This design comes from an exercise in tuning for small area and few clock cycles per item on the open sky130 flow, not from production work.
RTL that was checked went through simulation tests only; none was proved equivalent to the original.

## poly_horner_pipe
module poly_horner_pipe #(
  parameter int DATA_W   = 18,
  parameter int FRAC_W   = 12,
  parameter int DEGREE   = 4,
  parameter bit SATURATE = 1'b1,
  parameter logic [DATA_W*(DEGREE+1)-1:0] COEF_INIT =
    {18'h3f4ab, 18'h1ec5, 18'h3df43, 18'h1cc8, 18'h82}
) (
  input  logic                          clk,
  input  logic                          async_n,
  input  logic                          in_valid,
  output logic                          in_ready,
  input  logic [DATA_W-1:0]             x_in,
  input  logic                          coef_we,
  input  logic [$clog2(DEGREE+1)-1:0]   coef_addr,
  input  logic [DATA_W-1:0]             coef_wdata,
  input  logic                          coef_swap,
  output logic                          busy,
  output logic                          out_valid,
  input  logic                          out_ready,
  output logic [DATA_W-1:0]             y_out,
  output logic                          ovf_out
);
Size in the first run: roughly 4100 cells after synthesis, ~320 flip-flops.
==> flow/config.mk <==
export PLATFORM = sky130hd
export DESIGN_NAME = poly_horner_pipe
export DESIGN_NICKNAME = poly_horner_pipe
export VERILOG_FILES = /design/flow/design.v
export SDC_FILE = /design/flow/constraint.sdc
export NUM_CORES = 4
export LEC_CHECK = 0
export CAP_MARGIN = 20
export CORE_MARGIN = 2
export CORE_UTILIZATION = 60
export CTS_BUF_LIST = sky130_fd_sc_hd__clkbuf_8
export CTS_CLUSTER_SIZE = 30
export SLEW_MARGIN = 20
export SYNTH_HIERARCHICAL = 1
export SYNTH_MINIMUM_KEEP_SIZE = 0
==> flow/constraint.sdc <==
create_clock -name core_clock -period 10.0 [get_ports {clk}]
set_input_delay 2.0000 -clock core_clock [delete_from_list [all_inputs] [get_ports {clk}]]
set_output_delay 2.0000 -clock core_clock [all_outputs]
set_load 0.01 [all_outputs]
run.sh (not shown) runs the stock make flow with config.mk's settings and CLKGATE_MAP_FILE= SYNTH_SCRIPT=/design/flow/synth_recipe.tcl, a recipe that flattens the netlist after the stock synthesis.
Testbench counts at the start, summed over its fixed seeds: cycles 16,032, items 16,000.
Then changed:
CORE_UTILIZATION = 40   (was 60)
CTS_BUF_LIST = default   (was sky130_fd_sc_hd__clkbuf_8)
CTS_CLUSTER_SIZE = default   (was 30)
Global-route usage goes down by 11 points; design area goes up by 1.5%; first-iteration DRC count is about the same; utilization goes down by 21 points; worst hold slack barely changes; via count goes down by 0.45%; area after synthesis stays the same.
Then changed:
CORE_UTILIZATION = 65   (was 40)
CTS_BUF_LIST = sky130_fd_sc_hd__clkbuf_4   (was default)
CTS_CLUSTER_DIAMETER = 40   (was default)
CTS_CLUSTER_SIZE = 8   (was default)
After rerunning: The new run completed without violations; routed wire length came out lower slightly; synthesized area does not change; synthesized cell count is unchanged; cell area came out lower by a few percent; setup slack got worse by 220 ps; clock-buffer cell count came out higher by 37; register-to-register slack got worse by 220 ps.

* * *

poly_horner_pipe, a different RTL version from the one above (not shown whole).
Size: ~4100 cells after synthesis, ~67 I/O pins, ~42000 um^2 of cells after synthesis.
clock: 10.0 ns
lec_check: 0
cap_margin: 20
core_margin: 2
core_utilization: 75
cts_buf_list: sky130_fd_sc_hd__clkbuf_16
cts_cluster_diameter: 80
cts_cluster_size: 24
slew_margin: 20
synth_hierarchical: 1
synth_minimum_keep_size: 0
The baseline completed without violations.
Testbench counts at the start, summed over its fixed seeds: cycles 16,032, items 16,000.
==> next run, changes <==
--- a/flow/config.mk
+++ b/flow/config.mk
@@ -11,4 +11,4 @@
 export CTS_BUF_LIST = sky130_fd_sc_hd__clkbuf_16
-export CTS_CLUSTER_DIAMETER = 80
-export CTS_CLUSTER_SIZE = 24
+export CTS_CLUSTER_DIAMETER = 90
+export CTS_CLUSTER_SIZE = 28
 export SLEW_MARGIN = 20
Via count went up slightly.
Final cell count hardly moves.
Core utilization stays flat.
Global-route usage went down by 0.14 points.
Design area is about the same.
Critical path depth does not change.
Register-to-register slack is about the same.
Hold slack gets better by 0.0045 ns.

* * *

east:
poly_horner_pipe, a different RTL version from the one above (not shown whole).
For scale: ~4,100 cells after synthesis, about 320 flip-flops, about 67 I/O pins, about 0.041 mm² of cells after synthesis.
// poly_horner_pipe
module poly_horner_pipe #(
  parameter int DATA_W   = 18,
  parameter int FRAC_W   = 12,
  parameter int DEGREE   = 4,
  parameter bit SATURATE = 1'b1,
  parameter logic [DATA_W*(DEGREE+1)-1:0] COEF_INIT =
    {18'h3f4ab, 18'h1ec5, 18'h3df43, 18'h1cc8, 18'h82}
) (
  input  logic                          clk,
  input  logic                          async_n,
  input  logic                          in_valid,
  output logic                          in_ready,
  input  logic [DATA_W-1:0]             x_in,
  input  logic                          coef_we,
  input  logic [$clog2(DEGREE+1)-1:0]   coef_addr,
  input  logic [DATA_W-1:0]             coef_wdata,
  input  logic                          coef_swap,
  output logic                          busy,
  output logic                          out_valid,
  input  logic                          out_ready,
  output logic [DATA_W-1:0]             y_out,
  output logic                          ovf_out
);
==> flow/config.mk <==
export PLATFORM = sky130hd
export DESIGN_NAME = poly_horner_pipe
export DESIGN_NICKNAME = poly_horner_pipe
export VERILOG_FILES = /design/flow/design.v
export SDC_FILE = /design/flow/constraint.sdc
export NUM_CORES = 4
export LEC_CHECK = 0
export CAP_MARGIN = 20
export CORE_MARGIN = 2
export CORE_UTILIZATION = 82
export CTS_BUF_LIST = sky130_fd_sc_hd__clkbuf_16
export CTS_CLUSTER_DIAMETER = 80
export CTS_CLUSTER_SIZE = 24
export SLEW_MARGIN = 20
export SYNTH_HIERARCHICAL = 1
export SYNTH_MINIMUM_KEEP_SIZE = 0
==> flow/constraint.sdc <==
create_clock -name core_clock -period 10.0 [get_ports {clk}]
set_input_delay 2.0000 -clock core_clock [delete_from_list [all_inputs] [get_ports {clk}]]
set_output_delay 2.0000 -clock core_clock [all_outputs]
set_load 0.01 [all_outputs]
Testbench counts of east, summed over its fixed seeds: cycles 16,032, items 16,000.
## Diff of input files: north against east
--- a/flow/config.mk
+++ b/flow/config.mk
@@ -9,3 +9,3 @@
 export CORE_MARGIN = 2
-export CORE_UTILIZATION = 82
+export CORE_UTILIZATION = 75
 export CTS_BUF_LIST = sky130_fd_sc_hd__clkbuf_16
--- outcome ---
- Compare east and north | pin count of the biggest net entering global routing lower: east
- Die boundary width (north vs. east) increases by a few percent
- In the metrics for east and north, the one carrying the lower global-route usage is north.
- Diff east -> north: final area about even, standard cell area after detailed placement about even.

* * *

poly_horner_pipe, a different RTL version from the one above (not shown whole).
For scale: about 320 flip-flops.
clock: 10.0 ns
lec_check: 0
cap_margin: 20
core_margin: 2
core_utilization: 65
cts_buf_list: sky130_fd_sc_hd__clkbuf_16
cts_cluster_diameter: 100
cts_cluster_size: 30
slew_margin: 20
synth_hierarchical: 1
synth_minimum_keep_size: 0
The starting point went through all stages and came out clean.
Change:
- CTS_BUF_LIST: sky130_fd_sc_hd__clkbuf_16 -> sky130_fd_sc_hd__clkbuf_8
- CTS_CLUSTER_DIAMETER: 100 -> 50
- CTS_CLUSTER_SIZE: 30 -> 14
Outcome:
- The new run finished with timing, DRC and antenna clean
- wire length barely changes
- final cell count climbs by 0.66%
- sequential cell count stays the same
Change:
- CTS_BUF_LIST: sky130_fd_sc_hd__clkbuf_8 -> sky130_fd_sc_hd__clkbuf_8 sky130_fd_sc_hd__clkbuf_16
- CTS_CLUSTER_DIAMETER: 50 -> 60
- CTS_CLUSTER_SIZE: 14 -> 20
Effect: The changed run finished with timing, DRC and antenna clean. Setup slack degrades by 0.051 ns. Hold slack hardly moves. Via count is about the same. Utilization increases by 0.12 points. Routed wire length stays flat.
No functional check of the RTL was part of any run of this note.

* * *

poly_horner_pipe with an RTL version that a note above also has.
For scale: roughly 320 flip-flops, roughly 42000 sq um of cells after synthesis.
make LEC_CHECK=0 CAP_MARGIN=5 CORE_MARGIN=2 CORE_UTILIZATION=65 GPL_TIMING_DRIVEN=0 SLEW_MARGIN=5 SYNTH_HIERARCHICAL=1 SYNTH_MINIMUM_KEEP_SIZE=0 finish   # period 10.0 ns
Testbench counts at the start, summed over its fixed seeds: cycles 16,032, items 16,000.
==> next run, changes <==
--- a/flow/config.mk
+++ b/flow/config.mk
@@ -6,9 +6,11 @@
 export NUM_CORES = 4
 export LEC_CHECK = 0
-export CAP_MARGIN = 5
+export CAP_MARGIN = 20
 export CORE_MARGIN = 2
 export CORE_UTILIZATION = 65
-export GPL_TIMING_DRIVEN = 0
-export SLEW_MARGIN = 5
+export CTS_BUF_LIST = sky130_fd_sc_hd__clkbuf_8
+export CTS_CLUSTER_DIAMETER = 50
+export CTS_CLUSTER_SIZE = 14
+export SLEW_MARGIN = 20
 export SYNTH_HIERARCHICAL = 1
 export SYNTH_MINIMUM_KEEP_SIZE = 0
Effect: The changed run completed without violations; clock skew grows by 0.012 ns; register-to-register slack is better by 0.09 ns; final area shrinks by about 3%; fmax grows by 0.98%; routed wire length grows by 1.1%; utilization shrinks by 2.3 points; synthesized area is unchanged.

* * *

== R ==
poly_horner_pipe, a different RTL version from the one above (not shown whole).
For scale: ~4400 cells after synthesis, roughly 320 flip-flops, roughly 67 I/O pins, roughly 42000 um2 of cells after synthesis.
Settings: LEC_CHECK=0, CAP_MARGIN=20, CORE_MARGIN=2, CORE_UTILIZATION=65, CTS_BUF_LIST=sky130_fd_sc_hd__clkbuf_8, CTS_CLUSTER_DIAMETER=50, CTS_CLUSTER_SIZE=14, SLEW_MARGIN=20, SYNTH_HIERARCHICAL=1, SYNTH_MINIMUM_KEEP_SIZE=0; clock period 10.0 ns.
Edits applied to the flow inputs when going from R to S:
# R
export LEC_CHECK = 0
export CAP_MARGIN = 20
export CORE_MARGIN = 2
export CORE_UTILIZATION = 65
export CTS_BUF_LIST = sky130_fd_sc_hd__clkbuf_8
export CTS_CLUSTER_DIAMETER = 50
export CTS_CLUSTER_SIZE = 14
export SLEW_MARGIN = 20
export SYNTH_HIERARCHICAL = 1
export SYNTH_MINIMUM_KEEP_SIZE = 0
create_clock -name core_clock -period 10.0 [get_ports {clk}]
# S
export LEC_CHECK = 0
export CAP_MARGIN = 20
export CORE_MARGIN = 2
export CORE_UTILIZATION = 75
export CTS_BUF_LIST = sky130_fd_sc_hd__clkbuf_16
export CTS_CLUSTER_DIAMETER = 80
export CTS_CLUSTER_SIZE = 24
export SLEW_MARGIN = 20
export SYNTH_HIERARCHICAL = 1
export SYNTH_MINIMUM_KEEP_SIZE = 0
create_clock -name core_clock -period 10.0 [get_ports {clk}]
## What came out
- Looking at the reports, S completed the entire flow and the layout it produced met the timing, design-rule and antenna checks.
- Between S and R, it is S whose global routing met2 resource utilization is higher, by 8.0 points.
- Looking at R and S, the worst hold slack is a wash.
- Against R, post-route cell area in S fell slightly.
- Looking at instance count on the critical path across R and S, the one that comes out lower is S.
- Compare R and S | overall track demand over capacity in global routing higher: S
- Taking R as the reference, in S worst-case setup margin in the final layout moved down, via count increased about 3.3%.
No functional check of the RTL was part of any run of this note.

separate check: timing with driven ports:
In the flow no input, the clock included, has a driving cell. The finished layouts below were timed again as built, in two steps. Step 1, drivers: a clkbuf_16 drives clk and a buf_2 each remaining input, both assumed. Step 2 adds t to the input delays and takes it off the output delays; t is the mean of the earliest and latest rising clock arrival at the registers after step 1. Input paths then give back, and output paths get back, about the clock's delay inside the block. Slacks: ideal / step 1 / step 2; pairs: ideal / step 1.
| run | t (ns) | slack for setup (ns) | hold slack, ns | worst data-port slew with drivers (ns) |
|---|---|---|---|---|
| the first run of note 1 | 0.704 | 0.541 / 0.541 / 0.541 | 0.435 / 0.435 / 0.435 | 0.07 |
| the second run of note 1 | 0.633 | 0.594 / 0.594 / 0.594 | 0.436 / 0.436 / 0.436 | 0.06 |
| the third run of note 1 | 0.881 | 0.378 / 0.378 / 0.378 | 0.437 / 0.437 / 0.437 | 0.06 |
| the first run of note 2 | 0.575 | 0.432 / 0.432 / 0.432 | 0.447 / 0.447 / 0.447 | 0.05 |
| the second run of note 2 | 0.567 | 0.441 / 0.441 / 0.441 | 0.451 / 0.451 / 0.451 | 0.05 |
| east | 0.611 | 0.452 / 0.452 / 0.452 | 0.454 / 0.454 / 0.454 | 0.05 |
| north | 0.593 | 0.535 / 0.535 / 0.535 | 0.447 / 0.447 / 0.447 | 0.06 |
| the first run of note 4 | 0.618 | 0.384 / 0.384 / 0.384 | 0.443 / 0.443 / 0.443 | 0.15 |
| the second run of note 4 | 0.635 | 0.443 / 0.443 / 0.443 | 0.439 / 0.439 / 0.439 | 0.15 |
| the third run of note 4 | 0.631 | 0.392 / 0.392 / 0.392 | 0.439 / 0.439 / 0.439 | 0.14 |
| the first run of note 5 | 0.613 | 0.374 / 0.374 / 0.374 | 0.436 / 0.436 / 0.436 | 0.04 |
| the second run of note 5 | 0.676 | 0.467 / 0.467 / 0.467 | 0.438 / 0.438 / 0.438 | 0.07 |
| R | 0.679 | 0.495 / 0.495 / 0.495 | 0.441 / 0.441 / 0.441 | 0.06 |
| S | 0.613 | 0.472 / 0.472 / 0.472 | 0.441 / 0.441 / 0.441 | 0.06 |
After both steps setup and hold are still met in every run listed.
